This design comes from an exercise in tuning for small area and a short achievable clock period on the open sky130 flow, not from production work. Power figures rest on the tool's default switching activity, not on a simulated workload.

// wildcard_byte_pattern_search
module wildcard_byte_pattern_search (
   input  wire logic          clock,
   input  wire logic          reset,
   input  wire logic          req_valid,
   output logic               req_ready,
   input  wire logic [7:0]    req_data_byte,
   input  wire logic          req_last_byte,
   output logic               rsp_valid,
   input  wire logic          rsp_ready,
   output logic               rsp_found,
   output logic [63:0]        rsp_match_address,
   input  wire logic          psel,
   input  wire logic          penable,
   input  wire logic          pwrite,
   input  wire logic [5:0]    paddr,
   input  wire logic [63:0]   pwdata,
   output logic      [63:0]   prdata,
   output logic               pready
);
   logic [127:0] pattern;
   logic [15:0]  wildcard_mask;
   logic [4:0]   pattern_length;
   logic [63:0]  region_base;
   logic [5:0]   region_base_hi_ones;
   wbps_regs u_regs (
      .clock          (clock),
      .reset          (reset),
      .psel           (psel),
      .penable        (penable),
      .pwrite         (pwrite),
      .paddr          (paddr),
      .pwdata         (pwdata),
      .prdata         (prdata),
      .pready         (pready),
      .pattern        (pattern),
      .wildcard_mask  (wildcard_mask),
  ...
Size: roughly 290 flip-flops, ~220 I/O pins.
Settings: LEC_CHECK=0, CAP_MARGIN=20, CORE_MARGIN=2, CORE_UTILIZATION=40, CTS_BUF_LIST=sky130_fd_sc_hd__clkbuf_8, CTS_CLUSTER_DIAMETER=50, CTS_CLUSTER_SIZE=20, PLACE_DENSITY=0.6, SETUP_SLACK_MARGIN=3.4, SLEW_MARGIN=20; clock period 7.2 ns.
standard.sh (not shown) runs the stock make flow with config.mk's settings and CLKGATE_MAP_FILE= SYNTH_SCRIPT=/design/flow/synth_recipe.tcl, a recipe that flattens the netlist after the stock synthesis.
==> flow/flow/run.sh <==
#!/bin/bash
# The standard layout (standard.sh), with two placement and clock-tree choices:
# the port buffers that placement inserts are sky130_fd_sc_hd__buf_1, and the
# clock tree is built without dummy loads. make's output goes to standard.log;
# each ORFS step keeps its own log under orfs/logs.
set -euo pipefail
export BUFFER_PORTS_ARGS="-buffer_cell sky130_fd_sc_hd__buf_1"
export CTS_ARGS="-sink_clustering_enable -repair_clock_nets -sink_clustering_size 20 -sink_clustering_max_diameter 50 -buf_list sky130_fd_sc_hd__clkbuf_8"
bash standard.sh > standard.log 2>&1
The first run ran to the end with no violations.
Edit:
--- a/flow/flow/run.sh
+++ b/flow/flow/run.sh
@@ -8 +8 @@
-export CTS_ARGS="-sink_clustering_enable -repair_clock_nets -sink_clustering_size 20 -sink_clustering_max_diameter 50 -buf_list sky130_fd_sc_hd__clkbuf_8"
+export CTS_ARGS="-sink_clustering_enable -repair_clock_nets -sink_clustering_size 20 -sink_clustering_max_diameter 50 -buf_list sky130_fd_sc_hd__clkbuf_8 -dont_use_dummy_load"
SETUP_SLACK_MARGIN = 3.0   (was 3.4)
Effect:
- total power came out lower by roughly a tenth
- die area stays the same
- final area came out lower by a little under a tenth
- combinational power came out lower by roughly a tenth
- routed wire length came out lower by a little under a tenth
- fmax came out lower by a few percent
Edit:
SETUP_SLACK_MARGIN = 2.6   (was 3.0)
After rerunning: The new run passed the timing, DRC and antenna checks. Routed wire length drops by a few percent. Worst setup slack loses 0.39 ns. Final area drops slightly. Via count drops slightly. Die area is unchanged. Utilization drops by 0.74 points.
Edit:
==> flow/flow/run.sh (replaced) <==
#!/bin/bash
# The standard layout, with the port buffers that placement inserts made
# sky130_fd_sc_hd__buf_1 instead of the resizer's default choice.
set -euo pipefail
export BUFFER_PORTS_ARGS="-buffer_cell sky130_fd_sc_hd__buf_1"
bash standard.sh > standard.log 2>&1
CTS_BUF_LIST = not set   (was sky130_fd_sc_hd__clkbuf_8)
CTS_CLUSTER_DIAMETER = not set   (was 50)
CTS_CLUSTER_SIZE = not set   (was 20)
SETUP_SLACK_MARGIN = 3.4   (was 2.6)
SYNTH_HIERARCHICAL = 1   (was not set)
SYNTH_MINIMUM_KEEP_SIZE = 0   (was not set)
Power increases by about 23%; critical path depth came out lower by 1; clock skew goes down by 0.042 ns.
Edit:
==> flow/flow/run.sh (replaced) <==
#!/bin/bash
# The standard layout (standard.sh), with two placement and clock-tree choices:
# the port buffers that placement inserts are sky130_fd_sc_hd__buf_1, and the
# clock tree is built without dummy loads. make's output goes to standard.log;
# each ORFS step keeps its own log under orfs/logs.
set -euo pipefail
export BUFFER_PORTS_ARGS="-buffer_cell sky130_fd_sc_hd__buf_1"
export CTS_ARGS="-sink_clustering_enable -repair_clock_nets -sink_clustering_size 20 -sink_clustering_max_diameter 50 -buf_list sky130_fd_sc_hd__clkbuf_8 -dont_use_dummy_load"
bash standard.sh > standard.log 2>&1
CTS_BUF_LIST = sky130_fd_sc_hd__clkbuf_8   (was not set)
CTS_CLUSTER_DIAMETER = 50   (was not set)
CTS_CLUSTER_SIZE = 20   (was not set)
SYNTH_HIERARCHICAL = not set   (was 1)
SYNTH_MINIMUM_KEEP_SIZE = not set   (was 0)
Effect:
- worst setup slack gets better by 0.081 ns
- cell count drops by 9.0%
- clock-buffer cell count drops by 11
Function was not checked in any run of this note: the RTL went through the layout flow alone.

==> afterwards: timing with drivers on the ports <==
How much do the figures lean on ideal ports? The routed layouts below were timed once more, with nothing changed but the port constraints. Step 1 (the two cells are an assumption about what drives the block):
set clk [get_ports {clock}]
set_driving_cell -lib_cell sky130_fd_sc_hd__clkbuf_16 $clk
set_driving_cell -lib_cell sky130_fd_sc_hd__buf_2 [delete_from_list [all_inputs] $clk]
Step 2 also shifts input and output timing later by t, the mid clock arrival at the registers, as if the neighbouring blocks saw the same clock. Slacks: no drivers / after step 1 / after step 2; pairs: no drivers / after step 1.
run | t, ns | setup WS [ns] | hold slack, ns
the first run | 0.651 | 3.245 / 2.925 / 2.925 | 0.480 / 0.480 / 0.480
the second run | 0.599 | 3.024 / 2.895 / 2.895 | 0.520 / 0.520 / 0.520
the third run | 0.597 | 2.638 / 2.609 / 2.609 | 0.515 / 0.515 / 0.515
the fourth run | 0.601 | 3.170 / 2.994 / 2.994 | 0.467 / 0.467 / 0.467
the fifth run | 0.613 | 3.252 / 2.880 / 2.880 | 0.500 / 0.500 / 0.500
After both steps every run listed still meets setup and hold. For the fifth run, which loses most, drivers alone change the setup slack by -0.372 ns; drivers and shift together by -0.372 ns.
